What follows belongs to an exercise in optimizing a design on an open flow for small area, a short achievable clock period and few clock cycles per item; a production flow would make more cautious choices. No activity file was given, so power comes from the tool's default toggle rates.

==> module alpha_compositor, before the edit <==
module alpha_compositor
(
	input logic clk,
	input logic reset,
	input logic src_valid,
	output logic src_ready,
	input blend_pkg::pixel_addr_t src_addr,
	input blend_pkg::channel_t src_r,
	input blend_pkg::channel_t src_g,
	input blend_pkg::channel_t src_b,
	input blend_pkg::channel_t src_a,
	input logic src_last,
	output logic wb_cyc,
	output logic wb_stb,
	output logic wb_we,
	output blend_pkg::pixel_addr_t wb_adr,
	output blend_pkg::rgb_t wb_dat_w,
	input blend_pkg::rgb_t wb_dat_r,
	input logic wb_ack,
	output logic frame_done
);
	logic busy;
	logic wlast;        
	logic bv;
	logic [23:0] b_s;
	logic [7:0] b_a;
	logic [23:0] b_d;
	logic [11:0] b_addr;
	logic b_last;
	logic [2:0] k1;     
	logic s1v;
	logic [15:0] s1n0;
	logic [15:0] s1n1;
	logic rdy;          
	logic hz;           
	logic rd_ack;
	logic wr_ack;
	logic free;
	logic wb_free;
	logic pv;
	logic pr;
	logic po;
	logic b_done;
	logic issue_r;
	logic issue_w;
	logic load_b;
	logic s1_take;
	logic s1_load;
	logic [7:0] ch_s;
	logic [7:0] ch_d;
	logic [15:0] ch_n0;
	logic [15:0] ch_n1;
	logic [7:0] ch_q;
	assign wb_cyc = busy;
	assign wb_stb = busy;
	assign src_ready = rdy;
	assign rd_ack = busy && !wb_we && wb_ack;
	assign wr_ack = busy && wb_we && wb_ack;
	assign free = !busy || wr_ack;
	assign wb_free = !(busy && wb_we) || wb_ack;
	assign pv = src_valid && !rdy;
	assign pr = pv && (src_a != 8'hff);
	assign po = pv && (src_a == 8'hff);
	assign b_done = bv && (k1 == 3'd0);
	assign issue_r = free && pr;
	assign issue_w = (rd_ack && bv) || (free && !pr && b_done);
	assign load_b = (rd_ack && !hz) || (free && po && (!bv || issue_w));
	assign s1_take = s1v && wb_free;
	assign s1_load = (k1 != 3'd0) && (!s1v || s1_take);
	assign ch_s = b_s[23:16];
	assign ch_d = b_d[23:16];
	alpha_blend_sum sum_u (.s(ch_s), .d(ch_d), .a(b_a), .n0(ch_n0), .n1(ch_n1));
	alpha_blend_div div_u (.n0(s1n0), .n1(s1n1), .q(ch_q));
	always_ff @(posedge clk)
	begin
		if (!reset)
		begin
			busy <= 1'b0;
			bv <= 1'b0;
			k1 <= 3'd0;
			s1v <= 1'b0;
			rdy <= 1'b0;
			hz <= 1'b0;
			frame_done <= 1'b0;
		end
		else
		begin
			frame_done <= wr_ack && wlast;
			rdy <= load_b;
			hz <= bv && (src_addr == b_addr);
			if (issue_r || issue_w)
				busy <= 1'b1;
			else if (wb_ack)
				busy <= 1'b0;
			if (load_b)
				bv <= 1'b1;
			else if (issue_w)
				bv <= 1'b0;
			if (load_b)
				k1 <= 3'b001;
			else if (s1_load)
				k1 <= {k1[1:0], 1'b0};
			if (s1_load)
				s1v <= 1'b1;
			else if (s1_take)
				s1v <= 1'b0;
		end
	end
	always_ff @(posedge clk)
	begin
		if (issue_r)
		begin
			wb_we <= 1'b0;
			wb_adr <= src_addr;
		end
		else if (issue_w)
		begin
			wb_we <= 1'b1;
			wb_adr <= b_addr;
			wlast <= b_last;
		end
		if (rd_ack)
			b_d <= wb_dat_r;
		else if (s1_load)
			b_d[23:8] <= b_d[15:0];
		if (k1 == 3'd0)
		begin
			if (load_b)
				b_s <= {src_r, src_g, src_b};
		end
		else if (s1_load)
			b_s[23:8] <= b_s[15:0];
		if (load_b)
		begin
			b_a <= src_a;
			b_addr <= src_addr;
			b_last <= src_last;
		end
		if (s1_load)
		begin
			s1n0 <= ch_n0;
			s1n1 <= ch_n1;
		end
		if (s1_take && k1[1])
			wb_dat_w[23:16] <= ch_q;
		if (s1_take && k1[2])
			wb_dat_w[15:8] <= ch_q;
		if (s1_take && k1 == 3'd0)
			wb_dat_w[7:0] <= ch_q;
	end
endmodule
Settings: LEC_CHECK=0, CAP_MARGIN=20, CORE_MARGIN=2, CORE_UTILIZATION=40, CTS_BUF_LIST=sky130_fd_sc_hd__clkbuf_4 sky130_fd_sc_hd__clkbuf_8, SETUP_SLACK_MARGIN=5, SLEW_MARGIN=20, TNS_END_PERCENT=0; clock period 8.0 ns.
standard.sh (not shown) runs the stock make flow with config.mk's settings and CLKGATE_MAP_FILE= SYNTH_SCRIPT=/design/flow/synth_recipe.tcl, a recipe that flattens the netlist after the stock synthesis.
==> flow/flow/run.sh <==
#!/bin/bash
# Standard layout, with the port buffers the standard flow's flow inserts made from
# the smallest plain buffer; repair still resizes any that timing needs.
set -euo pipefail
export BUFFER_PORTS_ARGS="-buffer_cell sky130_fd_sc_hd__buf_1"
bash standard.sh > standard_flow.log 2>&1
Rerun with:
--- a/flow/design.v
+++ b/flow/design.v
@@ -442,20 +442,19 @@
 		if (rd_ack)
 			b_d <= wb_dat_r;
 		else if (s1_load)
 			b_d[23:8] <= b_d[15:0];
 		if (k1 == 3'd0)
 		begin
-			if (load_b)
-				b_s <= {src_r, src_g, src_b};
+			b_s <= {src_r, src_g, src_b};
+			b_a <= src_a;
 		end
 		else if (s1_load)
 			b_s[23:8] <= b_s[15:0];
 		if (load_b)
 		begin
-			b_a <= src_a;
 			b_addr <= src_addr;
 			b_last <= src_last;
 		end
 		if (s1_load)
 		begin
 			s1n0 <= ch_n0;
Outcome:
- global-route usage barely changes
- synthesized cell count increases by 3.4%
- worst setup slack improves by 230 ps
- via count came out higher by 3.0%
- total power is higher by 8.3%
No run of this note included a check of the RTL's function; only the layout flow was run.

port drivers added, routing unchanged:
How much do the figures lean on ideal ports? The routed layouts below were timed once more, with nothing changed but the port constraints.
Step 1 assumes that a clkbuf_16 drives the clock port and a buf_2 every other input.
Step 2 also shifts input and output timing later by t, the mid clock arrival at the registers, as if the neighbouring blocks saw the same clock.
Three values: ideal ports, drivers, drivers and shift; two values: the first two.
run | t, ns | setup slack, ns | worst setup path after step 2 | worst data-port slew with drivers (ns) | pins driven straight from the clock port
the first run | 0.480 | 4.626 / 4.626 / 4.291 | input to register | 0.04 | 1
the second run | 0.490 | 4.861 / 4.861 / 4.496 | input to register | 0.04 | 1
After both steps every run listed still meets setup and hold. The setup slack of the second run, which loses most, moves by 0.000 ns with the drivers and by -0.365 ns with both steps.
